Context: an optimization exercise on an open-source flow, tuned for small area, a short achievable clock period and few clock cycles per item. The choices shown serve that exercise and are no tape-out recipe. RTL that was checked went through simulation tests only; none was proved equivalent to the original. No functional check of the RTL was part of run 1. Power is estimated from default activity; no workload was simulated.

`flow/config.mk`:
```
export PLATFORM = sky130hd
export DESIGN_NAME = dual_median_obstacle_detector_unit
export DESIGN_NICKNAME = dual_median_obstacle_detector_unit
export VERILOG_FILES = /design/flow/design.v
export SDC_FILE = /design/flow/constraint.sdc
export NUM_CORES = 4
export LEC_CHECK = 0
export CAP_MARGIN = 20
export CORE_MARGIN = 2
export CORE_UTILIZATION = 55
export CTS_BUF_LIST = sky130_fd_sc_hd__clkbuf_8
export CTS_CLUSTER_DIAMETER = 60
export CTS_CLUSTER_SIZE = 14
export SETUP_SLACK_MARGIN = 5
export SLEW_MARGIN = 20
export SYNTH_HIERARCHICAL = 1
```
`flow/constraint.sdc`:
```
create_clock -name core_clock -period 8.0 [get_ports {clk}]
set_input_delay 1.6000 -clock core_clock [delete_from_list [all_inputs] [get_ports {clk}]]
set_output_delay 1.6000 -clock core_clock [all_outputs]
set_load 0.01 [all_outputs]
```
`flow/design.v`:
```
package dmod_pkg;
  localparam int RAW_W = 16;
  localparam int VAL_W = 14;
  localparam int RC_W  = 3;
  localparam logic [VAL_W-1:0] NOT_READY = 14'd9999;
  localparam logic [RAW_W-1:0] FAULT_ZERO  = 16'd0;
  localparam logic [RAW_W-1:0] FAULT_LOW   = 16'd20;
  localparam logic [RAW_W-1:0] FAULT_HIGH  = 16'd8190;
  localparam logic [RAW_W-1:0] FAULT_RANGE = 16'd9999;
  localparam logic [VAL_W-1:0] ACCEPT_MIN_RST  = 14'd30;
  localparam logic [VAL_W-1:0] ACCEPT_MAX_RST  = 14'd2000;
  localparam logic [VAL_W-1:0] STOP_DIST_RST   = 14'd200;
  localparam logic [RC_W-1:0]  READY_COUNT_RST = 3'd3;
  typedef enum logic [1:0] {
    CFG_ACCEPT_MIN  = 2'd0,
    CFG_ACCEPT_MAX  = 2'd1,
    CFG_STOP_DIST   = 2'd2,
    CFG_READY_COUNT = 2'd3
  } cfg_idx_t;
  typedef struct packed {
    logic [RAW_W-1:0] left_raw;
    logic [RAW_W-1:0] right_raw;
  } dmod_in_t;
  typedef struct packed {
    logic [VAL_W-1:0] left_median;
    logic [VAL_W-1:0] right_median;
    logic             obstacle;
    logic             obstacle_changed;
  } dmod_out_t;
  typedef struct packed {
    logic [VAL_W-1:0] median;
    logic             ready;
  } side_res_t;
endpackage
import dmod_pkg::*;
module dmod_ring #(
  parameter int WINDOW = 7,
  localparam int CNT_W = $clog2(WINDOW + 1)
) (
  input  logic                                   clk,
  input  logic                                   rst_n,
  input  logic                                   load,
  input  logic [dmod_pkg::RAW_W-1:0]             raw,
  input  logic [dmod_pkg::VAL_W-1:0]             accept_min,
  input  logic [dmod_pkg::VAL_W-1:0]             accept_max,
  input  logic                                   apply,
  output logic [WINDOW-1:0][dmod_pkg::VAL_W-1:0] ring,
  output logic [WINDOW-1:0][CNT_W-1:0]           rel,
  output logic [WINDOW-1:0]                      occ
);
  logic [WINDOW-1:0][VAL_W-1:0] val_r;
  logic [WINDOW-1:0][CNT_W-1:0] rel_r, rel_nxt;
  logic [WINDOW-1:0]            occ_r;
  logic [CNT_W-1:0]             neg_mid;
  logic [1:0]                   below_lo, below_hi;
  logic                         full, mid_up, drop, up, down, ua, ub, push;
  logic [VAL_W-1:0]  x_r;
  logic              sane_r;       
  logic [WINDOW-2:0] cmp_win_r;    
  logic              cmp_prev_r;   
  logic              shift_r;      
  logic [WINDOW-2:0] cmp_win, lt_x;
  logic              cmp_prev, below_min, above_max;
  for (genvar g = 0; g < WINDOW - 1; g++) begin : g_cmp
    dmod_lt u_lt (.a(val_r[g]), .b(raw[VAL_W-1:0]), .lt(cmp_win[g]));
  end
  dmod_lt u_prev (.a(x_r), .b(raw[VAL_W-1:0]), .lt(cmp_prev));
  always_ff @(posedge clk) begin
    if (load) begin
      x_r        <= raw[VAL_W-1:0];
      sane_r     <= (raw != FAULT_ZERO) && (raw != FAULT_LOW) &&
                    (raw != FAULT_HIGH) && (raw != FAULT_RANGE) &&
                    (raw[RAW_W-1:VAL_W] == '0);
      cmp_win_r  <= cmp_win;
      cmp_prev_r <= cmp_prev;
      shift_r    <= push;
    end
  end
  dmod_lt u_below (.a(x_r), .b(accept_min), .lt(below_min));
  dmod_lt u_above (.a(accept_max), .b(x_r), .lt(above_max));
  assign push = apply && sane_r && !below_min && !above_max;
  always_comb begin
    for (int i = 0; i < WINDOW - 1; i++) begin
      if (shift_r) begin
        lt_x[i] = (i == 0) ? cmp_prev_r : cmp_win_r[i-1];
      end else begin
        lt_x[i] = cmp_win_r[i];
      end
      lt_x[i] = lt_x[i] && occ_r[i];
    end
  end
  always_comb begin
    full = occ_r[WINDOW-1];
    if (occ_r[4])      neg_mid = 3'd5;
    else if (occ_r[2]) neg_mid = 3'd6;
    else if (occ_r[0]) neg_mid = 3'd7;
    else               neg_mid = 3'd0;
    mid_up = (occ_r[0] && !occ_r[1]) || (occ_r[2] && !occ_r[3]) ||
             (occ_r[4] && !occ_r[5]);
    below_lo = 2'(lt_x[0]) + 2'(lt_x[1]) + 2'(lt_x[2]);
    below_hi = 2'(lt_x[3]) + 2'(lt_x[4]) + 2'(lt_x[5]);
    rel_nxt[0] = CNT_W'(below_lo) + CNT_W'(below_hi) + neg_mid;
    for (int i = 0; i < WINDOW - 1; i++) begin
      drop = 1'b0;
      for (int k = 0; k < CNT_W; k++) begin
        ua = rel_r[WINDOW-1][k] ^ (k == CNT_W - 1);
        ub = rel_r[i][k] ^ (k == CNT_W - 1);
        drop = (~ua & ub) | ((~ua | ub) & drop);
      end
      drop = drop && full;
      up   = !lt_x[i] && !drop && !mid_up;
      down = lt_x[i] && (drop || mid_up);
      rel_nxt[i+1][0] = rel_r[i][0] ^ (up || down);
      rel_nxt[i+1][1] = rel_r[i][1] ^ ((up && rel_r[i][0]) || (down && !rel_r[i][0]));
      rel_nxt[i+1][2] = rel_r[i][2] ^ ((up && rel_r[i][1] && rel_r[i][0]) ||
                                       (down && !rel_r[i][1] && !rel_r[i][0]));
    end
  end
  always_ff @(posedge clk) begin
    if (!rst_n) begin
      occ_r <= '0;
    end else if (push) begin
      occ_r <= {occ_r[WINDOW-2:0], 1'b1};
    end
  end
  always_ff @(posedge clk) begin
    if (push) begin
      val_r <= {val_r[WINDOW-2:0], x_r};
      rel_r <= rel_nxt;
    end
  end
  assign ring = val_r;
  assign rel  = rel_r;
  assign occ  = occ_r;
endmodule
import dmod_pkg::*;
module dmod_select #(
  parameter int WINDOW = 7,
  localparam int CNT_W = $clog2(WINDOW + 1),
  localparam int CMP_W = (CNT_W > dmod_pkg::RC_W) ? CNT_W : dmod_pkg::RC_W
) (
  input  logic [WINDOW-1:0][dmod_pkg::VAL_W-1:0] ring,
  input  logic [WINDOW-1:0][CNT_W-1:0]           rel,
  input  logic [WINDOW-1:0]                      occ,
  input  logic [dmod_pkg::RC_W-1:0]              ready_count,
  output logic [dmod_pkg::VAL_W-1:0]             picked,
  output dmod_pkg::side_res_t                    res
);
  logic ready;
  always_comb begin
    picked = '0;
    for (int i = 0; i < WINDOW; i++) begin
      picked = picked | ({VAL_W{occ[i] && (rel[i] == '0)}} & ring[i]);
    end
    ready = occ[0];
    for (int k = 2; k <= WINDOW; k++) begin
      if (CMP_W'(ready_count) == CMP_W'(k)) begin
        ready = occ[k-1];
      end
    end
    res.ready  = ready;
    res.median = ready ? picked : NOT_READY;
  end
endmodule
module dmod_lt #(
  parameter int W = dmod_pkg::VAL_W
) (
  input  logic [W-1:0] a,
  input  logic [W-1:0] b,
  output logic         lt
);
  always_comb begin
    lt = 1'b0;
    for (int i = 0; i < W; i++) begin
      lt = (~a[i] & b[i]) | ((~a[i] | b[i]) & lt);
    end
  end
endmodule
import dmod_pkg::*;
module dual_median_obstacle_detector_unit #(
  parameter int WINDOW = 7
) (
  input  logic                               clk,
  input  logic                               rst_n,
  input  logic                               in_valid,
  output logic                               in_stall,
  input  logic [31:0]                        in_data,
  output logic                               out_valid,
  input  logic                               out_stall,
  output logic [29:0]                        out_data,
  input  logic                               cfg_we,
  input  logic [1:0]                         cfg_index,
  input  logic [dmod_pkg::VAL_W-1:0]         cfg_wdata
);
  dmod_pkg::dmod_in_t in_s;
  assign in_s = in_data;
  localparam int CNT_W = $clog2(WINDOW + 1);
  logic [VAL_W-1:0] accept_min_r, accept_max_r, stop_dist_r;
  logic [RC_W-1:0]  ready_count_r;
  always_ff @(posedge clk) begin
    if (!rst_n) begin
      accept_min_r  <= ACCEPT_MIN_RST;
      accept_max_r  <= ACCEPT_MAX_RST;
      stop_dist_r   <= STOP_DIST_RST;
      ready_count_r <= READY_COUNT_RST;
    end else if (cfg_we) begin
      unique case (cfg_index)
        CFG_ACCEPT_MIN:  accept_min_r  <= cfg_wdata;
        CFG_ACCEPT_MAX:  accept_max_r  <= cfg_wdata;
        CFG_STOP_DIST:   stop_dist_r   <= cfg_wdata;
        CFG_READY_COUNT: ready_count_r <= cfg_wdata[RC_W-1:0];
        default:         accept_min_r  <= accept_min_r;
      endcase
    end
  end
  logic             in_stall_r;
  logic             a_valid_r;
  logic             in_accept;
  logic             pend_r;       
  logic             skid_valid_r;
  logic             out_valid_r;
  logic             obstacle_r;   
  logic             go, apply, capture, head_free;
  logic             a_valid_nxt, pend_nxt, skid_valid_nxt, out_valid_nxt;
  assign in_accept = in_valid && !in_stall_r;
  assign go        = !pend_r || !skid_valid_r;
  assign apply     = a_valid_r && go;
  assign capture   = pend_r && !skid_valid_r;
  assign head_free = !out_valid_r || !out_stall;
  always_comb begin
    a_valid_nxt    = in_accept || (a_valid_r && !go);
    pend_nxt       = apply || (pend_r && skid_valid_r);
    skid_valid_nxt = (skid_valid_r || capture) && !head_free;
    out_valid_nxt  = head_free ? (skid_valid_r || capture) : out_valid_r;
  end
  always_ff @(posedge clk) begin
    if (!rst_n) begin
      in_stall_r   <= 1'b0;
      a_valid_r    <= 1'b0;
      pend_r       <= 1'b0;
      skid_valid_r <= 1'b0;
      out_valid_r  <= 1'b0;
    end else begin
      in_stall_r   <= a_valid_nxt && pend_nxt && skid_valid_nxt;
      a_valid_r    <= a_valid_nxt;
      pend_r       <= pend_nxt;
      skid_valid_r <= skid_valid_nxt;
      out_valid_r  <= out_valid_nxt;
    end
  end
  logic [WINDOW-1:0][VAL_W-1:0] left_ring, right_ring;
  logic [WINDOW-1:0][CNT_W-1:0] left_rel, right_rel;
  logic [WINDOW-1:0]            left_occ, right_occ;
  logic [VAL_W-1:0]             left_picked, right_picked;
  dmod_pkg::side_res_t          left_res, right_res;
  dmod_ring #(.WINDOW(WINDOW)) u_left_ring (
    .clk        (clk),
    .rst_n      (rst_n),
    .load       (!in_stall_r),
    .raw        (in_s.left_raw),
    .accept_min (accept_min_r),
    .accept_max (accept_max_r),
    .apply      (apply),
    .ring       (left_ring),
    .rel        (left_rel),
    .occ        (left_occ)
  );
  dmod_ring #(.WINDOW(WINDOW)) u_right_ring (
    .clk        (clk),
    .rst_n      (rst_n),
    .load       (!in_stall_r),
    .raw        (in_s.right_raw),
    .accept_min (accept_min_r),
    .accept_max (accept_max_r),
    .apply      (apply),
    .ring       (right_ring),
    .rel        (right_rel),
    .occ        (right_occ)
  );
  dmod_select #(.WINDOW(WINDOW)) u_left_sel (
    .ring        (left_ring),
    .rel         (left_rel),
    .occ         (left_occ),
    .ready_count (ready_count_r),
    .picked      (left_picked),
    .res         (left_res)
  );
  dmod_select #(.WINDOW(WINDOW)) u_right_sel (
    .ring        (right_ring),
    .rel         (right_rel),
    .occ         (right_occ),
    .ready_count (ready_count_r),
    .picked      (right_picked),
    .res         (right_res)
  );
  logic                obstacle_nxt;
  logic                left_near, right_near;
  dmod_lt u_left_near  (.a(left_picked),  .b(stop_dist_r), .lt(left_near));
  dmod_lt u_right_near (.a(right_picked), .b(stop_dist_r), .lt(right_near));
  dmod_pkg::dmod_out_t res_nxt, skid_r, out_data_r;
  always_comb begin
    obstacle_nxt = (left_res.ready && left_near) ||
                   (right_res.ready && right_near);
    res_nxt.left_median      = left_res.median;
    res_nxt.right_median     = right_res.median;
    res_nxt.obstacle         = obstacle_nxt;
    res_nxt.obstacle_changed = obstacle_r;
  end
  always_ff @(posedge clk) begin
    if (!rst_n) begin
      obstacle_r <= 1'b0;
    end else if (capture) begin
      obstacle_r <= obstacle_nxt;
    end
  end
  always_ff @(posedge clk) begin
    if (!skid_valid_r) begin
      skid_r <= res_nxt;
    end
  end
  always_ff @(posedge clk) begin
    if (head_free) begin
      out_data_r <= skid_valid_r ? skid_r : res_nxt;
    end
  end
  assign in_stall  = in_stall_r;
  assign out_valid = out_valid_r;
  assign out_data  = {out_data_r[29:1], out_data_r.obstacle ^ out_data_r.obstacle_changed};
endmodule
```
`flow/flow/run.sh`:
```
#!/bin/bash
# The standard layout with the port buffers made from buf_2 cells instead of
# the default delay buffers. make's output goes to standard.log; each step's
# tool log is under orfs/logs/.
set -euo pipefail
bash standard.sh "BUFFER_PORTS_ARGS=-buffer_cell sky130_fd_sc_hd__buf_2" finish > standard.log 2>&1
```
`flow/standard.sh`:
```
#!/bin/bash
# synth_recipe.tcl (not shown) runs the flow's synth.tcl, then flattens the netlist and writes it again
# the make line also repeats each setting of config.mk as NAME=value (left out here)
make -C /OpenROAD-flow-scripts/flow DESIGN_CONFIG=/design/flow/config.mk WORK_HOME=/design/flow/orfs CLKGATE_MAP_FILE= SYNTH_SCRIPT=/design/flow/synth_recipe.tcl "${@:-finish}"
```
==> summary.txt, run 1 <==
cell type with the highest occurrence count on the critical path: sky130_fd_sc_hd__inv_2
DRC violation count after routing: 0
fraction of layout cells with a size suffix above 1: 0.229
number of iterations in the first detailed-routing pass: 9
Routed wire per std cell: 22.1 um
clock share of power: 0.337
critical path buffer and inverter count: 3
Min Clock Period, post-route: 3.04 ns
share of power burned in registers: 0.589
TritonCTS Buffers: 39
Warnings, synthesis: 10
sequential element share of the synthesized area: 0.521
Worst Skew: 0.0213 ns
largest fanout on the critical path: 4
Leakage: 8.92 nW
overflow left after global routing: 0
post-cts hold buffer count: 0
actual transition at the worst max-transition pin: 1.01 ns
power density over cell area: 168 mW/mm^2
netlist area before placement: 0.0217 sq mm
Post-layout nets: 2114
area of the die: 0.0412 sq mm
row cnt: 72
Starting Density: 0.560
Setup Crit Path Kind: flip-flop to flip-flop
synthesized area divided by synthesized cell count: 11.2 sq um
via count of the first global-routing pass: 15100
IR Drop Worst-Case VDD: 142 uV
clock network latency to the later pin of the worst-skew pair: 0.64 ns
number of buffer cells added on primary ports: 84
global-route wire length before repair: 89100 um
final HPWL from detailed placement: 40400 um
Cells after Synth: 1941
Clk pin slew, worst setup/hold paths: 0.09 ns
startpoint type of the worst setup path: flip-flop
post-synthesis to final-layout area growth: 9.40%
commonest non-fill, non-tap cells in the layout: sky130_fd_sc_hd__edfxtp_1, sky130_fd_sc_hd__inv_1, sky130_fd_sc_hd__nand2_1
number of maximum-capacitance violations: 0
DIE HEIGHT: 203 um
Worst EP required: 8.40 ns
clk sinks: 409
root buf cell: sky130_fd_sc_hd__clkbuf_8
kind of end point of the critical path: flip-flop
Arr. time, crit path: 3.44 ns
delay of the slowest critical-path stage: 0.54 ns
headroom to the max-slew limit: 0.330
outcome: finished clean
core region area: 0.0388 sq mm
most common flop cell mapped by yosys: sky130_fd_sc_hd__edfxtp_1
die extent in x: 203 um
first-iteration detailed-routing DRC count: 1663
maximum number of pins on one net before global-route repair: 120
FFs w/ async S/R, synth: 0
r2r setup slk: 4.96 ns
internal power summed over all cells: 3.01 mW
RePlAce Congestion: 0.931
aggregate routed wire length: 57500 um
endpoints failing setup: 0
total number of H-tree levels: 2
post-route ant nets: 0
Switch Pwr: 0.991 mW
final setup TNS: 0 ns
initial antenna violation count: 0
clock tree from TritonCTS: done
cell family contributing the most delay on the critical path: adder cells
ratio of routed vias to standard cells: 5.99
worst-path cell chain: mux2_4 -> nand2_4 -> fa_1 -> inv_2 -> fa_1 -> inv_2 -> fa_2 -> fa_2 -> inv_2
synthesized netlist net count: 2002
final total power: 4.01 mW
fraction of the cycle the final worst path needs: 0.380
type of the worst min-delay path: flip-flop to flip-flop
cell at the slowest stage of the critical path: sky130_fd_sc_hd__fa_2
Slew Limit Fails: 0
ANT cells: 0
most common cell after layout, fill and taps aside: sky130_fd_sc_hd__edfxtp_1
part of the total power dissipated in combinational logic: 0.074
total of flip-flops plus latches after synthesis: 409
top achievable clock speed: 329 MHz
unrepaired setup endpoints after global routing: yes
Bufs on Longest Clock Path: 3
global routing usage summed across all routing layers: 0.283
via count of the routed design: 15600
Ports: 85
Yosys cell types: 62
Net Sw Frac: 0.247
Final Hold Viols: 0
utilization after layout: 0.613
number of enable flip-flop cells after synthesis: 314
## modules after synthesis, one instance, submodules excluded, excerpt
module / cells / flip-flops and latches / copies in the design / cell area [sq um]
dual_median_obstacle_detector_unit: 345 / 111 / 1 / 3990
dmod_lt: 39 / 0 / 20 / 253
## power by group through the flow
stage,clock (mW),combinational [mW],sequential [mW]
2_1_floorplan,0,0.191,2.39
3_3_place_gp,0,0.282,2.41
3_5_place_dp,0,0.287,2.41
4_1_cts,1.39,0.289,2.36
5_1_grt,1.46,0.324,2.36
6_report,1.35,0.296,2.36
## per-stage QoR
stage                     worst slack (ns)  hold WS, ns  cells  area, sq um
after floorplan                       3.03        0.446   1941        21800
after global placement                4.60        0.455   2487        22500
after detailed placement              4.48        0.455   2487        22500
after CTS                             4.94        0.480   2580        23600
after global routing                  4.85        0.493   2602        23800
final                                 4.96        0.479   2602        23800
## area by class of cell
cell class	count	area, sq um
Multi-Input combinational cell	1222	9130
Timing Repair Buffer	144	985
Clock inverter	28	196
Sequential cell	409	11300
Clock buffer	44	606
Tap cell	518	648
Fill cell	3219	15000
Inverter	237	892
## state kept, by name, indices dropped and copies added, names as in the netlist, 3 cells and up
name / flops
u_left_ring.rel_r: 21
u_right_ring.occ_r: 7
ready_count_r: 3
u_right_ring.cmp_win_r: 6
out_data_r: 30
u_left_ring.cmp_win_r: 6
u_right_ring.x_r: 14
u_right_ring.val_r: 98
u_left_ring.x_r: 14
u_left_ring.occ_r: 7
skid_r: 30
u_left_ring.val_r: 98
stop_dist_r: 14
accept_min_r: 14
u_right_ring.rel_r: 21
accept_max_r: 14
## path summary, 6_finish.rpt
check,from,end,depth (start not counted)
worst max-delay path,u_right_ring.shift_r,u_right_ring.rel_r[1],9
worst min-delay path,skid_r[28],skid_r[28],1
worst max register to register,u_right_ring.shift_r,u_right_ring.rel_r[1],9
worst min register to register,skid_r[28],skid_r[28],1
## synth_stat cells (14+ instances only)
| master | count | area (sq um) |
|---|---|---|
| sky130_fd_sc_hd__edfxtp_1 | 314 | 9430 |
| sky130_fd_sc_hd__inv_1 | 195 | 732 |
| sky130_fd_sc_hd__nand2_1 | 191 | 717 |
| sky130_fd_sc_hd__dfxtp_1 | 95 | 1900 |
| sky130_fd_sc_hd__nor2b_1 | 94 | 588 |
| sky130_fd_sc_hd__a21oi_1 | 83 | 415 |
| sky130_fd_sc_hd__nand3_1 | 75 | 375 |
| sky130_fd_sc_hd__maj3_2 | 60 | 676 |
| sky130_fd_sc_hd__a22oi_1 | 56 | 420 |
| sky130_fd_sc_hd__nor2_1 | 55 | 206 |
| sky130_fd_sc_hd__o221ai_1 | 52 | 455 |
| sky130_fd_sc_hd__mux2_2 | 42 | 473 |
| sky130_fd_sc_hd__buf_4 | 41 | 308 |
| sky130_fd_sc_hd__mux2i_1 | 38 | 380 |
| sky130_fd_sc_hd__xnor2_1 | 36 | 315 |
| sky130_fd_sc_hd__a21boi_0 | 33 | 248 |
| sky130_fd_sc_hd__a222oi_1 | 30 | 300 |
| sky130_fd_sc_hd__nand2b_1 | 29 | 181 |
| sky130_fd_sc_hd__and2_1 | 27 | 169 |
| sky130_fd_sc_hd__o211ai_1 | 22 | 165 |
| sky130_fd_sc_hd__buf_2 | 21 | 105 |
| sky130_fd_sc_hd__a2111oi_2 | 20 | 300 |
| sky130_fd_sc_hd__a21oi_2 | 20 | 175 |
| sky130_fd_sc_hd__a2bb2oi_2 | 20 | 300 |
| sky130_fd_sc_hd__and2b_2 | 20 | 175 |
| sky130_fd_sc_hd__clkinv_1 | 20 | 75.1 |
| sky130_fd_sc_hd__inv_2 | 20 | 75.1 |
| sky130_fd_sc_hd__nor2b_4 | 20 | 275 |
| sky130_fd_sc_hd__o2111ai_1 | 20 | 175 |
| sky130_fd_sc_hd__o21ai_1 | 20 | 100 |
| sky130_fd_sc_hd__o22ai_1 | 20 | 125 |
| sky130_fd_sc_hd__nor3_1 | 14 | 70.1 |
## cell families after synthesis
family | after synthesis | synth area share
and+or+nand+nor | 594 | 0.159
AOI/OAI and AO/OA | 437 | 0.161
adders and majority gates | 68 | 0.0384
xor gates and xnor gates | 41 | 0.0165
buffers and inverters | 310 | 0.0629
DFF | 409 | 0.521
muxes | 82 | 0.0413
## routing by layer
| layer | up-vias | track usage | share of wire |
|---|---|---|---|
| li1 | 7288 | - | - |
| met1 | 7632 | 0.428 | 0.47 |
| met2 | 611 | 0.426 | 0.44 |
| met3 | 58 | 0.0575 | 0.079 |
| met4 | 0 | 0.0514 | 0.013 |
| met5 | - | 0 | 0 |
## timing repair
item,4_1_cts,5_1_grt
buffers inserted,21,20
pin swaps,7,2
endpoints found under the setup margin,64,114
gates resized for setup,6,18
==> inputs of run 2 (changes only) <==
--- a/flow/design.v
+++ b/flow/design.v
@@ -44,30 +44,30 @@
   input  logic [dmod_pkg::VAL_W-1:0]             accept_min,
   input  logic [dmod_pkg::VAL_W-1:0]             accept_max,
   input  logic                                   apply,
-  output logic [WINDOW-1:0][dmod_pkg::VAL_W-1:0] ring,
+  output logic [WINDOW-1:0][dmod_pkg::VAL_W-1:0] ring_n,
   output logic [WINDOW-1:0][CNT_W-1:0]           rel,
   output logic [WINDOW-1:0]                      occ
 );
-  logic [WINDOW-1:0][VAL_W-1:0] val_r;
+  logic [WINDOW-1:0][VAL_W-1:0] val_n_r;
   logic [WINDOW-1:0][CNT_W-1:0] rel_r, rel_nxt;
   logic [WINDOW-1:0]            occ_r;
   logic [CNT_W-1:0]             neg_mid;
   logic [1:0]                   below_lo, below_hi;
   logic                         full, mid_up, drop, up, down, ua, ub, push;
-  logic [VAL_W-1:0]  x_r;
+  logic [VAL_W-1:0]  x_n_r;
   logic              sane_r;       
   logic [WINDOW-2:0] cmp_win_r;    
   logic              cmp_prev_r;   
   logic              shift_r;      
   logic [WINDOW-2:0] cmp_win, lt_x;
-  logic              cmp_prev, below_min, above_max;
+  logic              cmp_prev, below_min, not_above;
   for (genvar g = 0; g < WINDOW - 1; g++) begin : g_cmp
-    dmod_lt u_lt (.a(val_r[g]), .b(raw[VAL_W-1:0]), .lt(cmp_win[g]));
+    dmod_lt u_lt (.na(val_n_r[g]), .b(raw[VAL_W-1:0]), .lt(cmp_win[g]));
   end
-  dmod_lt u_prev (.a(x_r), .b(raw[VAL_W-1:0]), .lt(cmp_prev));
+  dmod_lt u_prev (.na(x_n_r), .b(raw[VAL_W-1:0]), .lt(cmp_prev));
   always_ff @(posedge clk) begin
     if (load) begin
-      x_r        <= raw[VAL_W-1:0];
+      x_n_r      <= ~raw[VAL_W-1:0];
       sane_r     <= (raw != FAULT_ZERO) && (raw != FAULT_LOW) &&
                     (raw != FAULT_HIGH) && (raw != FAULT_RANGE) &&
                     (raw[RAW_W-1:VAL_W] == '0);
@@ -76,9 +76,9 @@
       shift_r    <= push;
     end
   end
-  dmod_lt u_below (.a(x_r), .b(accept_min), .lt(below_min));
-  dmod_lt u_above (.a(accept_max), .b(x_r), .lt(above_max));
-  assign push = apply && sane_r && !below_min && !above_max;
+  dmod_lt u_below (.na(x_n_r), .b(accept_min), .lt(below_min));
+  dmod_lt #(.OR_EQUAL(1)) u_not_above (.na(x_n_r), .b(accept_max), .lt(not_above));
+  assign push = apply && sane_r && !below_min && not_above;
   always_comb begin
     for (int i = 0; i < WINDOW - 1; i++) begin
       if (shift_r) begin
@@ -125,11 +125,11 @@
   end
   always_ff @(posedge clk) begin
     if (push) begin
-      val_r <= {val_r[WINDOW-2:0], x_r};
+      val_n_r <= {val_n_r[WINDOW-2:0], x_n_r};
       rel_r <= rel_nxt;
     end
   end
-  assign ring = val_r;
+  assign ring_n = val_n_r;
   assign rel  = rel_r;
   assign occ  = occ_r;
 endmodule
@@ -139,18 +139,18 @@
   localparam int CNT_W = $clog2(WINDOW + 1),
   localparam int CMP_W = (CNT_W > dmod_pkg::RC_W) ? CNT_W : dmod_pkg::RC_W
 ) (
-  input  logic [WINDOW-1:0][dmod_pkg::VAL_W-1:0] ring,
+  input  logic [WINDOW-1:0][dmod_pkg::VAL_W-1:0] ring_n,
   input  logic [WINDOW-1:0][CNT_W-1:0]           rel,
   input  logic [WINDOW-1:0]                      occ,
   input  logic [dmod_pkg::RC_W-1:0]              ready_count,
-  output logic [dmod_pkg::VAL_W-1:0]             picked,
+  output logic [dmod_pkg::VAL_W-1:0]             picked_n,
   output dmod_pkg::side_res_t                    res
 );
   logic ready;
   always_comb begin
-    picked = '0;
+    picked_n = '0;
     for (int i = 0; i < WINDOW; i++) begin
-      picked = picked | ({VAL_W{occ[i] && (rel[i] == '0)}} & ring[i]);
+      picked_n = picked_n | ({VAL_W{occ[i] && (rel[i] == '0)}} & ring_n[i]);
     end
     ready = occ[0];
     for (int k = 2; k <= WINDOW; k++) begin
@@ -159,20 +159,21 @@
       end
     end
     res.ready  = ready;
-    res.median = ready ? picked : NOT_READY;
+    res.median = ready ? ~picked_n : NOT_READY;
   end
 endmodule
 module dmod_lt #(
-  parameter int W = dmod_pkg::VAL_W
+  parameter int W = dmod_pkg::VAL_W,
+  parameter bit OR_EQUAL = 1'b0
 ) (
-  input  logic [W-1:0] a,
+  input  logic [W-1:0] na,
   input  logic [W-1:0] b,
   output logic         lt
 );
   always_comb begin
-    lt = 1'b0;
+    lt = OR_EQUAL;
     for (int i = 0; i < W; i++) begin
-      lt = (~a[i] & b[i]) | ((~a[i] | b[i]) & lt);
+      lt = (na[i] & b[i]) | ((na[i] | b[i]) & lt);
     end
   end
 endmodule
@@ -248,10 +249,10 @@
       out_valid_r  <= out_valid_nxt;
     end
   end
-  logic [WINDOW-1:0][VAL_W-1:0] left_ring, right_ring;
+  logic [WINDOW-1:0][VAL_W-1:0] left_ring_n, right_ring_n;
   logic [WINDOW-1:0][CNT_W-1:0] left_rel, right_rel;
   logic [WINDOW-1:0]            left_occ, right_occ;
-  logic [VAL_W-1:0]             left_picked, right_picked;
+  logic [VAL_W-1:0]             left_picked_n, right_picked_n;
   dmod_pkg::side_res_t          left_res, right_res;
   dmod_ring #(.WINDOW(WINDOW)) u_left_ring (
     .clk        (clk),
@@ -261,7 +262,7 @@
     .accept_min (accept_min_r),
     .accept_max (accept_max_r),
     .apply      (apply),
-    .ring       (left_ring),
+    .ring_n     (left_ring_n),
     .rel        (left_rel),
     .occ        (left_occ)
   );
@@ -273,30 +274,30 @@
     .accept_min (accept_min_r),
     .accept_max (accept_max_r),
     .apply      (apply),
-    .ring       (right_ring),
+    .ring_n     (right_ring_n),
     .rel        (right_rel),
     .occ        (right_occ)
   );
   dmod_select #(.WINDOW(WINDOW)) u_left_sel (
-    .ring        (left_ring),
+    .ring_n      (left_ring_n),
     .rel         (left_rel),
     .occ         (left_occ),
     .ready_count (ready_count_r),
-    .picked      (left_picked),
+    .picked_n    (left_picked_n),
     .res         (left_res)
   );
   dmod_select #(.WINDOW(WINDOW)) u_right_sel (
-    .ring        (right_ring),
+    .ring_n      (right_ring_n),
     .rel         (right_rel),
     .occ         (right_occ),
     .ready_count (ready_count_r),
-    .picked      (right_picked),
+    .picked_n    (right_picked_n),
     .res         (right_res)
   );
   logic                obstacle_nxt;
   logic                left_near, right_near;
-  dmod_lt u_left_near  (.a(left_picked),  .b(stop_dist_r), .lt(left_near));
-  dmod_lt u_right_near (.a(right_picked), .b(stop_dist_r), .lt(right_near));
+  dmod_lt u_left_near  (.na(left_picked_n),  .b(stop_dist_r), .lt(left_near));
+  dmod_lt u_right_near (.na(right_picked_n), .b(stop_dist_r), .lt(right_near));
   dmod_pkg::dmod_out_t res_nxt, skid_r, out_data_r;
   always_comb begin
     obstacle_nxt = (left_res.ready && left_near) ||
--- a/flow/config.mk
+++ b/flow/config.mk
@@ -11,6 +11,6 @@
 export CTS_BUF_LIST = sky130_fd_sc_hd__clkbuf_8
 export CTS_CLUSTER_DIAMETER = 60
 export CTS_CLUSTER_SIZE = 14
-export SETUP_SLACK_MARGIN = 5
+export SETUP_SLACK_MARGIN = 4.6
 export SLEW_MARGIN = 20
 export SYNTH_HIERARCHICAL = 1
==> run 2 against run 1 <==
Critical endpoint is now u_left_ring.rel_r[2]. Global-route usage shrank 0.58 points. Combinational power shrank about 20%. Power shrank 2.0%. Via count shrank 2.0%. Largest power group unchanged. Still clean on timing, DRC and antenna. Final cell count shrank 9.6%.
==> summary.txt, run 2 <==
outcome: finished clean
worst-case setup margin in the final layout: 4.71 ns (-0.247 ns)
headroom to the max-slew limit: 0.251 (-0.0792)
clock network latency to the later pin of the worst-skew pair: 0.62 ns (-0.02 ns)
leading post-synthesis cells by instance count: sky130_fd_sc_hd__edfxtp_1, sky130_fd_sc_hd__nand2_1, sky130_fd_sc_hd__a22oi_1
synthesized netlist net count: 1852 (-7.5%)
total stage count of the critical path: 9 (unchanged)
cell at the slowest stage of the critical path: sky130_fd_sc_hd__fa_1
Routed wire per std cell: 22.8 um (+3.2%)
Starting Density: 0.558 (-0.00234)
area of the die: 0.0386 sq mm (-6.2%)
Post-layout nets: 1915 (-9.4%)
type of the worst min-delay path: flip-flop to flip-flop
Clk pin slew, worst setup/hold paths: 0.09 ns (about the same)
Switch Pwr: 0.933 mW (-5.9%)
Final Hold Viols: 0 (unchanged)
hold wc startpoint: skid_r[23]
largest fanout on the critical path: 6 (+2)
ANT cells: 0 (unchanged)
Arr. time, crit path: 3.64 ns (+0.20 ns)
Slew Limit Fails: 0 (unchanged)
capture endpoint of the worst hold path: skid_r[23]
share of power burned in registers: 0.598 (+0.009)
via count of the first global-routing pass: 14300 (-5.2%)
largest registers in the final layout: u_left_ring.val_n_r: 98 flops, u_right_ring.val_n_r: 98 flops
fraction of layout cells with a size suffix above 1: 0.136 (-0.0930)
netlist area before placement: 0.0204 sq mm (-6.3%)
Leakage: 7.52 nW (-16%)
Setup Crit Path Kind: flip-flop to flip-flop
Bufs on Longest Clock Path: 3 (unchanged)
clk sinks: 409 (unchanged)
r2r setup slk: 4.71 ns (-0.25 ns)
unrepaired setup endpoints after global routing: no
total number of H-tree levels: 2 (unchanged)
most common cell after layout, fill and taps aside: sky130_fd_sc_hd__edfxtp_1
number of maximum-capacitance violations: 0 (unchanged)
Placed Cells: 2276 (-8.5%)
DRC violation count after routing: 0 (unchanged)
startpoint type of the worst setup path: flip-flop
Cell Count, Final, Fillers Out: 2352 (-9.6%)
sequential element share of the synthesized area: 0.556 (+0.0352)
maximum number of pins on one net before global-route repair: 73 (-39%)
capture point of the worst reg-to-reg path: u_left_ring.rel_r[2]
Worst Skew: 0.0322 ns (+0.0109 ns)
actual transition at the worst max-transition pin: 1.12 ns (+0.114 ns)
final HPWL from detailed placement: 36600 um (-9.6%)
most common flop cell mapped by yosys: sky130_fd_sc_hd__edfxtp_1
number of enable flip-flop cells after synthesis: 314 (unchanged)
power density over cell area: 179 mW/mm^2 (+6.5%)
TritonCTS Buffers: 39 (unchanged)
most instantiated library cell after synthesis: sky130_fd_sc_hd__edfxtp_1
launch instance of the worst register-to-register path: u_left_ring.shift_r
Cells after Synth: 1791 (-7.7%)
final setup TNS: 0 ns (unchanged)
post-route ant nets: 0 (unchanged)
row cnt: 70 (-2.8%)
initial antenna violation count: 0 (unchanged)
Reg2Reg Depth: 9 (unchanged)
fraction of the cycle the final worst path needs: 0.411 (+0.0309)
critical path buffer and inverter count: 2 (-1)
top achievable clock speed: 304 MHz (-7.5%)
ratio of routed vias to standard cells: 6.50 (+8.5%)
Worst EP required: 8.35 ns (-0.05 ns)
first-iteration detailed-routing DRC count: 1742 (+4.8%)
post-synthesis to final-layout area growth: 7.48%
aggregate routed wire length: 53600 um (-6.8%)
cell family contributing the most delay on the critical path: adder cells
cell type with the largest total area after synthesis: sky130_fd_sc_hd__edfxtp_1
endpoints failing setup: 0 (unchanged)
delay of the slowest critical-path stage: 0.55 ns (about the same)
die extent in x: 196 um (-3.2%)
global routing usage summed across all routing layers: 0.277 (-0.00581)
post-cts hold buffer count: 0 (unchanged)
Worst Hold Path Cells: 1 (unchanged)
Ports: 85 (unchanged)
top cell type's share of synthesized area: 0.463 (+0.0293)
DIE HEIGHT: 196 um (-3.2%)
kind of end point of the critical path: flip-flop
global-route wire length before repair: 83200 um (-6.6%)
root buf cell: sky130_fd_sc_hd__clkbuf_8
cell type with the highest occurrence count on the critical path: sky130_fd_sc_hd__fa_1
leading post-synthesis cells by cell area: sky130_fd_sc_hd__edfxtp_1, sky130_fd_sc_hd__dfxtp_1, sky130_fd_sc_hd__nand2_1
pre-CTS setup slack: 4.50 ns (+0.0141 ns)
FFs w/ async S/R, synth: 0 (unchanged)
total of flip-flops plus latches after synthesis: 409 (unchanged)
core region area: 0.0365 sq mm (-5.9%)
Yosys cell types: 57 (-8.1%)
clock share of power: 0.342 (+0.005)
RePlAce Congestion: 0.853 (-8.4%)
clock tree from TritonCTS: done
overflow left after global routing: 0 (unchanged)
worst-path cell chain: mux2_2 -> nand2_1 -> fa_1 -> inv_1 -> fa_1 -> inv_1 -> fa_1 -> fa_1 -> xor2_1
synthesized area divided by synthesized cell count: 11.4 sq um (+1.5%)
via count of the routed design: 15300 (-2.0%)
number of buffer cells added on primary ports: 84 (unchanged)
Layout fillers: 3065 (-4.8%)
Warnings, synthesis: 11 (+1)
Min Clock Period, post-route: 3.29 ns (+0.247 ns)
commonest non-fill, non-tap cells in the layout: sky130_fd_sc_hd__edfxtp_1, sky130_fd_sc_hd__nand2_1, sky130_fd_sc_hd__a22oi_1
internal power summed over all cells: 2.99 mW (-0.71%)
IR Drop Worst-Case VDD: 151 uV (+6.3%)
Net Sw Frac: 0.238 (-0.00978)
part of the total power dissipated in combinational logic: 0.060 (-0.014)
number of iterations in the first detailed-routing pass: 9 (unchanged)
-- run 2: cell count changes after synthesis, sizes merged, moves of 28 or more --
cell / previous run / this run
inv: 215 / 65
nor2b: 114 / 44
maj3: 60 / 2
o21ai: 27 / 83
a22oi: 56 / 98
nor3: 16 / 58
o31ai: 0 / 38
and2b: 32 / 0
nand2b: 29 / 1
-- run 2: how the worst max path moves through the flow --
stage	start	to	slack, ns
after detailed placement	skid_valid_r	u_left_ring.val_n_r[71]	4.50
after global routing	u_left_ring.shift_r	u_left_ring.rel_r[2]	4.60
after global placement	skid_valid_r	u_left_ring.val_n_r[42]	4.59
final	u_left_ring.shift_r	u_left_ring.rel_r[2]	4.71
after floorplan	u_left_ring.x_n_r[8]	u_left_ring.shift_r	4.65
after CTS	u_left_ring.occ_r[6]	out_data_r[1]	4.62
-- run 2: area by class of cell --
cell class	count	area [sq um]	share of cell area
clock inverters	28	215	0.00983
repair buffers	93	520	0.0238
multi-input cells	1246	8400	0.384
inverters	65	249	0.0114
flip-flops and latches	409	11300	0.517
clock buffers	43	592	0.0270
well taps	468	586	0.0267
-- run 2: power groups by stage --
stage | clock [mW] | combinational, mW | sequential, mW
floorplan | 0 | 0.141 | 2.38
global placement | 0 | 0.227 | 2.39
detailed placement | 0 | 0.229 | 2.39
CTS | 1.39 | 0.232 | 2.35
global route | 1.45 | 0.259 | 2.35
finish | 1.34 | 0.236 | 2.35
-- run 2: kinds of logic (layout without fill, tap and decap cells) --
| kind of cell | after synthesis | in the layout | share of synthesized area |
|---|---|---|---|
| buf+inv | 138 | 229 | 0.0339 |
| flops | 409 | 409 | 0.556 |
| xor+xnor | 43 | 43 | 0.0185 |
| mux | 78 | 78 | 0.0421 |
| compound gates | 549 | 549 | 0.199 |
| simple gates | 564 | 566 | 0.142 |
| fa+ha+maj | 10 | 10 | 0.00897 |
-- run 2: Yosys stat by module (local to each module, per instance), a selection --
| module | flops+latches | cell area (sq um) | times used |
|---|---|---|---|
| dmod_lt | 0 | 185 | 18 |
| dual_median_obstacle_detector_unit | 111 | 3990 | 1 |
-- run 2: stage by stage --
stage / area (sq um) / hold slack [ns] / utilization / power, mW
finish: 21900 / 0.479 / 0.600 / 3.93
global route: 21900 / 0.496 / 0.600 / 4.06
CTS: 21800 / 0.484 / 0.598 / 3.96
detailed placement: 21000 / 0.461 / 0.575 / 2.62
global placement: 21000 / 0.454 / 0.575 / 2.62
floorplan: 20400 / 0.446 / - / 2.52
-- run 2: worst register-to-register path: stages (launching register included) --
cell                       delay [ns]
sky130_fd_sc_hd__edfxtp_1        0.50
sky130_fd_sc_hd__mux2_2          0.27
sky130_fd_sc_hd__nand2_1         0.12
sky130_fd_sc_hd__fa_1            0.55
sky130_fd_sc_hd__inv_1           0.06
sky130_fd_sc_hd__fa_1            0.53
sky130_fd_sc_hd__inv_1           0.05
sky130_fd_sc_hd__fa_1            0.43
sky130_fd_sc_hd__fa_1            0.39
sky130_fd_sc_hd__xor2_1          0.17
-- run 2: routing by layer --
metal	vias up	share of wire	routed length, um	track usage
li1	7168	-	-	-
met1	7404	0.46	24600	0.425
met2	631	0.44	23400	0.407
met3	81	0.083	4470	0.0431
met4	0	0.022	1170	0.0825
met5	-	0	0	0
-- run 2: repair_timing --
| action | in CTS | in global routing |
|---|---|---|
| gates resized for setup | 2 | 2 |
| setup buffers | 0 | 3 |
| cloned | 1 | 1 |
| setup endpoints to repair | 141 | 79 |
| pin swaps | 1 | 0 |
Testbench counts of run 2, summed over its fixed seeds: cycles 16,024, items 16,000.
==> inputs of run 3 (changes only) <==
--- a/flow/config.mk
+++ b/flow/config.mk
@@ -7,10 +7,10 @@
 export LEC_CHECK = 0
 export CAP_MARGIN = 20
 export CORE_MARGIN = 2
-export CORE_UTILIZATION = 55
+export CORE_UTILIZATION = 65
 export CTS_BUF_LIST = sky130_fd_sc_hd__clkbuf_8
 export CTS_CLUSTER_DIAMETER = 60
 export CTS_CLUSTER_SIZE = 14
-export SETUP_SLACK_MARGIN = 4.6
+export SETUP_SLACK_MARGIN = 5
 export SLEW_MARGIN = 20
 export SYNTH_HIERARCHICAL = 1
==> run 3 against run 2 <==
Synthesized cell count did not move. Clock power decreased by 7%. Clock skew shrank 0.010 ns. Combinational power about the same. Largest power group unchanged. Sequential power hardly changed.
==> summary.txt, run 3 <==
number of iterations in the first detailed-routing pass: 9 (unchanged)
Bufs on Longest Clock Path: 3 (unchanged)
Ports: 85 (unchanged)
first-iteration detailed-routing DRC count: 2175 (+25%)
initial antenna violation count: 0 (unchanged)
FFs w/ async S/R, synth: 0 (unchanged)
startpoint type of the worst setup path: flip-flop
largest registers in the final layout: u_left_ring.val_n_r: 98 flops, u_right_ring.val_n_r: 98 flops
endpoints failing setup: 0 (unchanged)
Post-layout nets: 1952 (+1.9%)
number of maximum-capacitance violations: 0 (unchanged)
unrepaired setup endpoints after global routing: yes
power density over cell area: 172 mW/mm^2 (-4.2%)
total number of H-tree levels: 2 (unchanged)
netlist area before placement: 0.0204 sq mm (unchanged)
actual transition at the worst max-transition pin: 1.13 ns (+0.00652 ns)
Cells after Synth: 1791 (unchanged)
commonest non-fill, non-tap cells in the layout: sky130_fd_sc_hd__edfxtp_1, sky130_fd_sc_hd__nand2_1, sky130_fd_sc_hd__a22oi_1
fraction of layout cells with a size suffix above 1: 0.159 (+0.0235)
final HPWL from detailed placement: 34800 um (-4.8%)
Yosys cell types: 57 (unchanged)
IR Drop Worst-Case VDD: 169 uV (+12%)
DIE HEIGHT: 181 um (-7.9%)
Clk pin slew, worst setup/hold paths: 0.09 ns (about the same)
Routed wire per std cell: 22.5 um (-1.3%)
clk sinks: 409 (unchanged)
top cell type's share of synthesized area: 0.463 (unchanged)
clock tree from TritonCTS: done
Worst EP required: 8.34 ns (about the same)
cell type with the largest total area after synthesis: sky130_fd_sc_hd__edfxtp_1
sequential element share of the synthesized area: 0.556 (unchanged)
Slew Limit Fails: 0 (unchanged)
headroom to the max-slew limit: 0.249 (-0.00119)
post-route ant nets: 0 (unchanged)
TritonCTS Buffers: 37 (-5.1%)
root buf cell: sky130_fd_sc_hd__clkbuf_8
final total power: 3.83 mW (-2.5%)
Final Hold Viols: 0 (unchanged)
Starting Density: 0.663 (+0.105)
final setup TNS: 0 ns (unchanged)
type of the worst min-delay path: flip-flop to flip-flop
clock network latency to the later pin of the worst-skew pair: 0.58 ns (-0.04 ns)
aggregate routed wire length: 52100 um (-2.8%)
most instantiated library cell after synthesis: sky130_fd_sc_hd__edfxtp_1
Worst Skew: 0.0222 ns (-0.00995 ns)
row cnt: 64 (-8.6%)
Min Clock Period, post-route: 3.01 ns (-0.284 ns)
synthesized netlist net count: 1852 (unchanged)
Arr. time, crit path: 3.34 ns (-0.30 ns)
via count of the routed design: 15800 (+3.6%)
post-synthesis to final-layout area growth: 9.42%
top achievable clock speed: 333 MHz (+9.5%)
synthesized area divided by synthesized cell count: 11.4 sq um (unchanged)
Leakage: 7.81 nW (+3.9%)
ratio of routed vias to standard cells: 6.84 (+5.2%)
total of flip-flops plus latches after synthesis: 409 (unchanged)
fraction of the cycle the final worst path needs: 0.376 (-0.0355)
RePlAce Congestion: 0.905 (+6.1%)
Warnings, synthesis: 11 (unchanged)
maximum number of pins on one net before global-route repair: 95 (+30%)
Setup Crit Path Kind: flip-flop to flip-flop
number of buffer cells added on primary ports: 84 (unchanged)
global routing usage summed across all routing layers: 0.310 (+0.0324)
outcome: finished clean
global-route wire length before repair: 80700 um (-3.0%)
overflow left after global routing: 0 (unchanged)
via count of the first global-routing pass: 14700 (+3.0%)
leading post-synthesis cells by cell area: sky130_fd_sc_hd__edfxtp_1, sky130_fd_sc_hd__dfxtp_1, sky130_fd_sc_hd__nand2_1
number of enable flip-flop cells after synthesis: 314 (unchanged)
most common flop cell mapped by yosys: sky130_fd_sc_hd__edfxtp_1
core region area: 0.0307 sq mm (-16%)
die extent in x: 181 um (-7.9%)
largest fanout on the critical path: 4 (-2)
ANT cells: 0 (unchanged)
kind of end point of the critical path: flip-flop
leading post-synthesis cells by instance count: sky130_fd_sc_hd__edfxtp_1, sky130_fd_sc_hd__nand2_1, sky130_fd_sc_hd__a22oi_1
area of the die: 0.0328 sq mm (-15%)
most common cell after layout, fill and taps aside: sky130_fd_sc_hd__edfxtp_1
DRC violation count after routing: 0 (unchanged)
run 3: cell counts after synthesis:
Identical to the previous run, type by type.
run 3: through the flow:
stage | instance area [sq um] | instances | setup WS [ns] | utilization | hold slack (ns)
floorplan | 20400 | 1791 | 5.03 | - | 0.446
global placement | 21000 | 2204 | 4.70 | 0.682 | 0.458
detailed placement | 21000 | 2204 | 4.63 | 0.682 | 0.458
CTS | 21900 | 2286 | 4.98 | 0.713 | 0.482
global route | 22300 | 2316 | 4.92 | 0.725 | 0.493
finish | 22300 | 2316 | 4.99 | 0.725 | 0.478
run 3: kinds of logic after synthesis:
kind of cell             synth area share
XOR/XNOR                           0.0185
adder cells (fa/ha/maj)           0.00897
AND/OR/NAND/NOR                     0.142
buffers and inverters              0.0339
flip-flops                          0.556
AO/OA/AOI/OAI                       0.199
multiplexers                       0.0421
run 3: per-layer routing:
layer / vias up / wire length [um] / share of wire / global-route usage
li1: 7230 / - / - / -
met1: 7663 / 22200 / 0.43 / 0.458
met2: 858 / 23700 / 0.45 / 0.478
met3: 80 / 5160 / 0.099 / 0.0593
met4: 0 / 1020 / 0.020 / 0.0751
met5: - / 0 / 0 / 0
run 3: worst max-delay path: stages (launching register included):
cell	delay, ns
sky130_fd_sc_hd__edfxtp_1	0.48
sky130_fd_sc_hd__mux2_4	0.25
sky130_fd_sc_hd__nand2_4	0.05
sky130_fd_sc_hd__fa_1	0.50
sky130_fd_sc_hd__inv_1	0.05
sky130_fd_sc_hd__fa_1	0.49
sky130_fd_sc_hd__inv_2	0.04
sky130_fd_sc_hd__fa_2	0.34
sky130_fd_sc_hd__fa_2	0.53
sky130_fd_sc_hd__inv_1	0.03
run 3: layout make-up:
cell class | instances | area [sq um]
Clock buffer | 42 | 578
Clock inverter | 26 | 145
Fill cell | 2203 | 8460
Inverter | 65 | 250
Multi-Input combinational cell | 1247 | 8500
Sequential cell | 409 | 11300
Tap cell | 396 | 495
Timing Repair Buffer | 131 | 986
run 3: what timing repair did:
item | CTS | global route
hold buffers | 0 | 0
cloned | 1 | 3
endpoints found under the setup margin | 181 | 181
pin swaps | 7 | 16
buffers inserted | 13 | 27
gates resized for setup | 11 | 12
run 3: Yosys stat by module, one instance, submodules excluded, a selection:
module | cells inside | flip-flops and latches | area (sq um) | copies in the design
dmod_lt | 30 | 0 | 185 | 18
dual_median_obstacle_detector_unit | 345 | 111 | 3990 | 1
run 3: power by group:
| part | internal (mW) | switching, mW | total (mW) |
|---|---|---|---|
| combinational | 0.0891 | 0.149 | 0.238 |
| clock | 0.524 | 0.720 | 1.24 |
| sequential | 2.30 | 0.0449 | 2.35 |
run 3: final timing paths:
| kind | startpoint | end | slack [ns] | cells after the start |
|---|---|---|---|---|
| setup / recovery | u_left_ring.shift_r | u_left_ring.rel_r[1] | 4.99 | 9 |
| hold / removal | skid_r[0] | skid_r[0] | 0.48 | 1 |
| setup reg to reg | u_left_ring.shift_r | u_left_ring.rel_r[1] | 4.99 | 9 |
| hold reg to reg | skid_r[0] | skid_r[0] | 0.48 | 1 |
==> inputs of run 4 (changes only) <==
--- a/flow/config.mk
+++ b/flow/config.mk
@@ -7,7 +7,7 @@
 export LEC_CHECK = 0
 export CAP_MARGIN = 20
 export CORE_MARGIN = 2
-export CORE_UTILIZATION = 65
+export CORE_UTILIZATION = 55
 export CTS_BUF_LIST = sky130_fd_sc_hd__clkbuf_8
 export CTS_CLUSTER_DIAMETER = 60
 export CTS_CLUSTER_SIZE = 14
==> run 4 against run 3 <==
Design area rose by 0.32%. Power fell by 0.37%. Sequential share of layout area fell by 0.17 points. Critical endpoint is now u_right_ring.rel_r[1]. Utilization fell by 11 points. Sequential power barely moved. Sequential cell count did not move. Synthesized cell count did not move. Die area rose by 18%. Largest power group unchanged.
==> summary.txt, run 4 <==
most common flop cell mapped by yosys: sky130_fd_sc_hd__edfxtp_1
sequential element share of the synthesized area: 0.556 (unchanged)
via count of the first global-routing pass: 14500 (-1.4%)
total of flip-flops plus latches after synthesis: 409 (unchanged)
number of maximum-capacitance violations: 0 (unchanged)
global routing usage summed across all routing layers: 0.284 (-0.0256)
clock network latency to the later pin of the worst-skew pair: 0.62 ns (+0.04 ns)
busiest grt layer: met1
overflow left after global routing: 0 (unchanged)
ratio of routed vias to standard cells: 6.50 (-4.9%)
top achievable clock speed: 335 MHz (+0.58%)
Warnings, synthesis: 11 (unchanged)
core region area: 0.0365 sq mm (+19%)
final setup TNS: 0 ns (unchanged)
outcome: finished clean
actual transition at the worst max-transition pin: 1.15 ns (+0.0269 ns)
synthesized netlist net count: 1852 (unchanged)
initial antenna violation count: 1 (+1)
Final Hold Viols: 0 (unchanged)
largest fanout on the critical path: 3 (-1)
total area of multi-input combinational cells: 0.00850 sq mm (about the same)
commonest non-fill, non-tap cells in the layout: sky130_fd_sc_hd__edfxtp_1, sky130_fd_sc_hd__nand2_1, sky130_fd_sc_hd__a22oi_1
area of the die: 0.0386 sq mm (+18%)
power density over cell area: 170 mW/mm^2 (-0.68%)
root buf cell: sky130_fd_sc_hd__clkbuf_8
most common cell after layout, fill and taps aside: sky130_fd_sc_hd__edfxtp_1
Setup Crit Path Kind: flip-flop to flip-flop
IR Drop Worst-Case VDD: 141 uV (-16%)
pre-CTS setup slack: 4.57 ns (-0.0618 ns)
number of buffer cells added on primary ports: 84 (unchanged)
worst-case setup margin in the final layout: 5.01 ns (+0.0174 ns)
met1 track demand over resource in global routing: 0.436 (-0.0219)
most instantiated library cell after synthesis: sky130_fd_sc_hd__edfxtp_1
kind of end point of the critical path: flip-flop
type of the worst min-delay path: flip-flop to flip-flop
Leakage: 7.79 nW (-0.26%)
aggregate routed wire length: 54700 um (+5.0%)
final HPWL from detailed placement: 36800 um (+5.6%)
clock tree from TritonCTS: done
final worst hold slack: 0.480 ns (+0.00261 ns)
endpoints failing setup: 0 (unchanged)
total number of H-tree levels: 2 (unchanged)
DIE HEIGHT: 196 um (+8.5%)
Starting Density: 0.558 (-0.105)
Cells after Synth: 1791 (unchanged)
Arr. time, crit path: 3.36 ns (+0.02 ns)
fraction of layout cells with a size suffix above 1: 0.161 (+0.00208)
first-iteration detailed-routing DRC count: 1918 (-12%)
Min Clock Period, post-route: 2.99 ns (-0.0174 ns)
FFs w/ async S/R, synth: 0 (unchanged)
startpoint type of the worst setup path: flip-flop
cell type with the largest total area after synthesis: sky130_fd_sc_hd__edfxtp_1
fraction of the cycle the final worst path needs: 0.374 (-0.00217)
Layout fillers: 2988 (+36%)
Worst EP required: 8.37 ns (+0.03 ns)
largest registers in the final layout: u_left_ring.val_n_r: 98 flops, u_right_ring.val_n_r: 98 flops
leading post-synthesis cells by cell area: sky130_fd_sc_hd__edfxtp_1, sky130_fd_sc_hd__dfxtp_1, sky130_fd_sc_hd__nand2_1
Slew Limit Fails: 0 (unchanged)
Storage cell area: 0.0113 sq mm (about the same)
post-synthesis to final-layout area growth: 9.77%
number of iterations in the first detailed-routing pass: 6 (-3)
netlist area before placement: 0.0204 sq mm (unchanged)
met2 track demand over resource in global routing: 0.420 (-0.0580)
RePlAce Congestion: 0.858 (-5.2%)
synthesized area divided by synthesized cell count: 11.4 sq um (unchanged)
Ports: 85 (unchanged)
ANT cells: 0 (unchanged)
die extent in x: 196 um (+8.5%)
global-route wire length before repair: 85300 um (+5.7%)
unrepaired setup endpoints after global routing: yes
M3 GR Usage: 0.0496 (-0.00964)
clk sinks: 409 (unchanged)
Bufs on Longest Clock Path: 3 (unchanged)
Routed wire per std cell: 22.9 um (+1.8%)
Yosys cell types: 57 (unchanged)
leading post-synthesis cells by instance count: sky130_fd_sc_hd__edfxtp_1, sky130_fd_sc_hd__nand2_1, sky130_fd_sc_hd__a22oi_1
TritonCTS Buffers: 38 (+2.7%)
Worst Skew: 0.0262 ns (+0.00401 ns)
Clk pin slew, worst setup/hold paths: 0.10 ns (about the same)
maximum number of pins on one net before global-route repair: 95 (unchanged)
Post-layout nets: 1952 (unchanged)
DRC violation count after routing: 0 (unchanged)
post-route ant nets: 0 (unchanged)
via count of the routed design: 15500 (-2.0%)
number of enable flip-flop cells after synthesis: 314 (unchanged)
headroom to the max-slew limit: 0.232 (-0.0179)
top cell type's share of synthesized area: 0.463 (unchanged)
row cnt: 70 (+9.4%)
[run 4: cell counts after synthesis]
Identical to the previous run, type by type.
[run 4: metrics by stage]
step	util	total power, mW	area, sq um	cells
floorplan	-	2.52	20400	1791
global placement	0.576	2.62	21100	2276
detailed placement	0.577	2.63	21100	2276
CTS	0.604	3.84	22100	2366
global route	0.612	3.95	22400	2388
finish	0.612	3.81	22400	2388
[run 4: final timing paths]
| path | start | to | slack (ns) | depth (start not counted) |
|---|---|---|---|---|
| hold reg to reg | skid_r[1] | skid_r[1] | 0.48 | 1 |
| hold / removal | skid_r[1] | skid_r[1] | 0.48 | 1 |
| setup reg to reg | u_right_ring.shift_r | u_right_ring.rel_r[1] | 5.01 | 9 |
| setup / recovery | u_right_ring.shift_r | u_right_ring.rel_r[1] | 5.01 | 9 |
[run 4: power by group]
group / switching, mW / leakage [nW] / internal (mW)
sequential: 0.0454 / 3.71 / 2.30
clock: 0.742 / 0.413 / 0.485
combinational: 0.151 / 3.67 / 0.0891
total: 0.938 / 7.79 / 2.88
[run 4: kinds of logic (layout without fill, tap and decap cells)]
family	count (synthesis)	in the layout	share of synthesized area
xor gates and xnor gates	43	43	0.0185
buffers and inverters	138	264	0.0339
DFF	409	409	0.556
muxes	78	78	0.0421
and+or+nand+nor	564	567	0.142
AOI/OAI and AO/OA	549	549	0.199
adders and majority gates	10	10	0.00897
[run 4: critical path, cell delays in order (launching register included)]
cell and delay (ns):
sky130_fd_sc_hd__edfxtp_1 0.45, sky130_fd_sc_hd__mux2_4 0.24, sky130_fd_sc_hd__nand2_4 0.05, sky130_fd_sc_hd__fa_1 0.50, sky130_fd_sc_hd__inv_1 0.05, sky130_fd_sc_hd__fa_1 0.52, sky130_fd_sc_hd__inv_2 0.05, sky130_fd_sc_hd__fa_2 0.35
sky130_fd_sc_hd__fa_2 0.52, sky130_fd_sc_hd__inv_1 0.03
[run 4: what timing repair did]
action,in CTS,in global routing
setup buffers,19,20
gates resized for setup,9,14
gates cloned,2,2
setup endpoints to repair,170,172
pin swaps,14,11
hold buffers,0,0
[run 4: per-module statistics from Yosys (local to each module, per instance), a selection]
module                              cells  times used  area (sq um)
dmod_lt                                30          18           185
dual_median_obstacle_detector_unit    345           1          3990
[run 4: cell type report]
cell class | count | area share
Tap cell | 468 | 0.0262
Timing Repair Buffer | 130 | 0.0443
Inverter | 65 | 0.0112
Sequential cell | 409 | 0.507
Multi-Input combinational cell | 1247 | 0.380
Clock inverter | 28 | 0.00593
Clock buffer | 41 | 0.0252
[run 4: routing by layer]
layer / routed length (um) / vias up
met5: 0 / -
met4: 1000 / 0
met3: 4330 / 76
met2: 24200 / 601
met1: 25200 / 7616
li1: - / 7228
==> inputs of run 5 (changes only) <==
--- a/flow/config.mk
+++ b/flow/config.mk
@@ -9,8 +9,8 @@
 export CORE_MARGIN = 2
 export CORE_UTILIZATION = 55
 export CTS_BUF_LIST = sky130_fd_sc_hd__clkbuf_8
-export CTS_CLUSTER_DIAMETER = 60
-export CTS_CLUSTER_SIZE = 14
+export CTS_CLUSTER_DIAMETER = 80
+export CTS_CLUSTER_SIZE = 18
 export SETUP_SLACK_MARGIN = 5
 export SLEW_MARGIN = 20
 export SYNTH_HIERARCHICAL = 1
==> run 5 against run 4 <==
Via count grew 0.25%. Design area is 0.63% lower. Sequential power is essentially flat. Register-to-register slack barely moved. Die area did not move. Critical path depth unchanged. Largest cell class unchanged.
==> summary.txt, run 5 <==
most instantiated library cell after synthesis: sky130_fd_sc_hd__edfxtp_1
leading post-synthesis cells by instance count: sky130_fd_sc_hd__edfxtp_1, sky130_fd_sc_hd__nand2_1, sky130_fd_sc_hd__a22oi_1
global routing usage summed across all routing layers: 0.281 (-0.00286)
commonest non-fill, non-tap cells in the layout: sky130_fd_sc_hd__edfxtp_1, sky130_fd_sc_hd__nand2_1, sky130_fd_sc_hd__a22oi_1
number of buffer cells added on primary ports: 84 (unchanged)
initial antenna violation count: 1 (unchanged)
Min Clock Period, post-route: 2.99 ns (+0.00568 ns)
row cnt: 70 (unchanged)
Leakage: 7.72 nW (-0.87%)
FFs w/ async S/R, synth: 0 (unchanged)
Slew Limit Fails: 0 (unchanged)
IR Drop Worst-Case VDD: 144 uV (+1.6%)
synthesized area divided by synthesized cell count: 11.4 sq um (unchanged)
kind of end point of the critical path: flip-flop
Routed wire per std cell: 23.1 um (+0.69%)
Cells after Synth: 1791 (unchanged)
post-route ant nets: 0 (unchanged)
Worst Hold Path Cells: 1 (unchanged)
number of iterations in the first detailed-routing pass: 6 (unchanged)
number of enable flip-flop cells after synthesis: 314 (unchanged)
top achievable clock speed: 334 MHz (-0.19%)
Worst EP required: 8.41 ns (+0.04 ns)
TritonCTS Buffers: 28 (-26%)
cell type with the largest total area after synthesis: sky130_fd_sc_hd__edfxtp_1
largest registers in the final layout: u_left_ring.val_n_r: 98 flops, u_right_ring.val_n_r: 98 flops
Reg2Reg Depth: 9 (unchanged)
synthesized netlist net count: 1852 (unchanged)
post-route cell area: 0.0222 sq mm (-0.63%)
area of the die: 0.0386 sq mm (unchanged)
via count of the first global-routing pass: 14500 (-0.57%)
clock network latency to the later pin of the worst-skew pair: 0.66 ns (+0.04 ns)
Starting Density: 0.558 (unchanged)
fraction of the cycle the final worst path needs: 0.374 (+0.000710)
aggregate routed wire length: 54800 um (+0.19%)
standard cell area after detailed placement: 0.0211 sq mm (unchanged)
top cell type's share of synthesized area: 0.463 (unchanged)
fraction of layout cells with a size suffix above 1: 0.158 (-0.00318)
headroom to the max-slew limit: 0.194 (-0.0380)
total number of H-tree levels: 1 (-1)
final total power: 3.66 mW (-4.0%)
first-iteration detailed-routing DRC count: 1899 (-0.99%)
ratio of routed vias to standard cells: 6.55 (+0.76%)
die extent in x: 196 um (unchanged)
most common flop cell mapped by yosys: sky130_fd_sc_hd__edfxtp_1
actual transition at the worst max-transition pin: 1.21 ns (+0.0544 ns)
global-route wire length before repair: 85000 um (-0.36%)
type of the worst min-delay path: flip-flop to flip-flop
endpoints failing setup: 0 (unchanged)
DRC violation count after routing: 0 (unchanged)
clock tree from TritonCTS: done
leading post-synthesis cells by cell area: sky130_fd_sc_hd__edfxtp_1, sky130_fd_sc_hd__dfxtp_1, sky130_fd_sc_hd__nand2_1
sequential element share of the synthesized area: 0.556 (unchanged)
via count of the routed design: 15600 (+0.25%)
outcome: finished clean
most common cell after layout, fill and taps aside: sky130_fd_sc_hd__edfxtp_1
DIE HEIGHT: 196 um (unchanged)
ANT cells: 0 (unchanged)
capture endpoint of the worst hold path: skid_r[1]
launch instance of the worst register-to-register path: u_right_ring.shift_r
power density over cell area: 165 mW/mm^2 (-3.4%)
capture point of the worst reg-to-reg path: u_right_ring.rel_r[1]
RePlAce Congestion: 0.858 (unchanged)
Warnings, synthesis: 11 (unchanged)
clk sinks: 409 (unchanged)
post-synthesis to final-layout area growth: 9.08%
Ports: 85 (unchanged)
final setup TNS: 0 ns (unchanged)
utilization after layout: 0.608 (-0.00387)
Yosys cell types: 57 (unchanged)
Clk pin slew, worst setup/hold paths: 0.11 ns (about the same)
total of flip-flops plus latches after synthesis: 409 (unchanged)
hold wc startpoint: skid_r[1]
netlist area before placement: 0.0204 sq mm (unchanged)
overflow left after global routing: 0 (unchanged)
Worst Skew: 0.0381 ns (+0.0119 ns)
post-cts hold buffer count: 0 (unchanged)
final HPWL from detailed placement: 36800 um (unchanged)
Arr. time, crit path: 3.40 ns (+0.04 ns)
core region area: 0.0365 sq mm (unchanged)
root buf cell: sky130_fd_sc_hd__clkbuf_8
startpoint type of the worst setup path: flip-flop
Setup Crit Path Kind: flip-flop to flip-flop
largest fanout on the critical path: 3 (unchanged)
Bufs on Longest Clock Path: 3 (unchanged)
number of maximum-capacitance violations: 0 (unchanged)
maximum number of pins on one net before global-route repair: 95 (unchanged)
Post-layout nets: 1947 (-0.26%)
r2r setup slk: 5.01 ns (about the same)
unrepaired setup endpoints after global routing: yes
final worst hold slack: 0.484 ns (+0.00323 ns)
Final Hold Viols: 0 (unchanged)
## run 5: cell counts after synthesis
Identical to the previous run, type by type.
## run 5: where the power goes
| part | total, mW | switching [mW] | internal, mW |
|---|---|---|---|
| Sequential | 2.35 | 0.0454 | 2.30 |
| Clock | 1.07 | 0.698 | 0.376 |
| Combinational | 0.241 | 0.151 | 0.0892 |
## run 5: stage by stage
stage | std cells | setup slack (ns)
6_report | 2376 | 5.01
3_3_place_gp | 2276 | 4.66
5_1_grt | 2376 | 4.91
4_1_cts | 2354 | 4.97
2_1_floorplan | 1791 | 5.03
3_5_place_dp | 2276 | 4.57
## run 5: worst max-delay path, stage by stage, from the launching register on
cell and delay (ns):
sky130_fd_sc_hd__edfxtp_1 0.46, sky130_fd_sc_hd__mux2_4 0.25, sky130_fd_sc_hd__nand2_4 0.05, sky130_fd_sc_hd__fa_1 0.50
sky130_fd_sc_hd__inv_1 0.05, sky130_fd_sc_hd__fa_1 0.51, sky130_fd_sc_hd__inv_2 0.05, sky130_fd_sc_hd__fa_2 0.35
sky130_fd_sc_hd__fa_2 0.52, sky130_fd_sc_hd__inv_1 0.03
## run 5: metal layers
metal / vias up / GRT usage / wire length [um] / part of all wire
met5: - / 0 / 0 / 0
met4: 0 / 0.0626 / 1040 / 0.019
met3: 78 / 0.0397 / 4070 / 0.074
met2: 610 / 0.421 / 24300 / 0.44
met1: 7653 / 0.435 / 25400 / 0.46
li1: 7219 / - / - / -
## run 5: area by class of cell
cell class                      count  area [sq um]
Sequential cell                   409         11300
Clock inverter                     20          97.6
Clock buffer                       32           440
Timing Repair Buffer              135          1010
Multi-Input combinational cell   1247          8500
Tap cell                          468           586
Inverter                           65           250
Fill cell                        3000         14300
## run 5: cells by family after synthesis
family / Yosys count / share of synthesized area
flops: 409 / 0.556
mux: 78 / 0.0421
compound gates: 549 / 0.199
fa+ha+maj: 10 / 0.00897
simple gates: 564 / 0.142
buf+inv: 138 / 0.0339
xor+xnor: 43 / 0.0185
## run 5: what timing repair did
item	4_1_cts	5_1_grt
setup endpoints to repair	171	200
buffers inserted	24	21
cloned	2	1
resized for setup	8	16
pin swaps	14	7
## run 5: worst max path at each step
stage	start	end	cells after the start
global placement	u_left_ring.x_n_r[10]	u_left_ring.val_n_r[14]	6
floorplan	u_left_ring.shift_r	u_left_ring.rel_r[1]	10
global route	u_right_ring.shift_r	u_right_ring.rel_r[1]	9
CTS	out_data_r[1]	out_data[0]	2
detailed placement	u_left_ring.x_n_r[12]	u_left_ring.val_n_r[28]	6
finish	u_right_ring.shift_r	u_right_ring.rel_r[1]	9
## run 5: Yosys stat by module (local to each module, per instance), a selection
| module | copies in the design | flops+latches |
|---|---|---|
| dmod_lt | 18 | 0 |
| dual_median_obstacle_detector_unit | 1 | 111 |

## re-timing with driven ports
The flow's constraints put no driver on any port. The routed layouts listed below were extracted and timed again, unchanged, in two steps.
Step 1 (the two cells are an assumption about what drives the block):
set clk [get_ports {clk}]
set_driving_cell -lib_cell sky130_fd_sc_hd__clkbuf_16 $clk
set_driving_cell -lib_cell sky130_fd_sc_hd__buf_2 [delete_from_list [all_inputs] $clk]
Step 2 also shifts input and output timing later by t, the mid clock arrival at the registers, as if the neighbouring blocks saw the same clock.
Slacks: ideal ports / drivers / drivers and shift; pairs: ideal ports / drivers.
run	shift t [ns]	setup slack, ns	worst setup path after step 2	latest minus earliest clock arrival (ns)
run 1	0.679	4.957 / 4.957 / 4.705	input to register	0.026 / 0.027
run 2	0.657	4.710 / 4.710 / 4.710	register to register	0.032 / 0.032
run 3	0.613	4.994 / 4.994 / 4.789	input to register	0.023 / 0.023
run 4	0.663	5.012 / 4.998 / 4.800	input to register	0.031 / 0.031
run 5	0.697	5.006 / 4.960 / 4.805	input to register	0.040 / 0.040
After both steps every run listed still meets setup and hold. For run 1, which loses most, drivers alone change the setup slack by 0.000 ns; drivers and shift together by -0.252 ns.
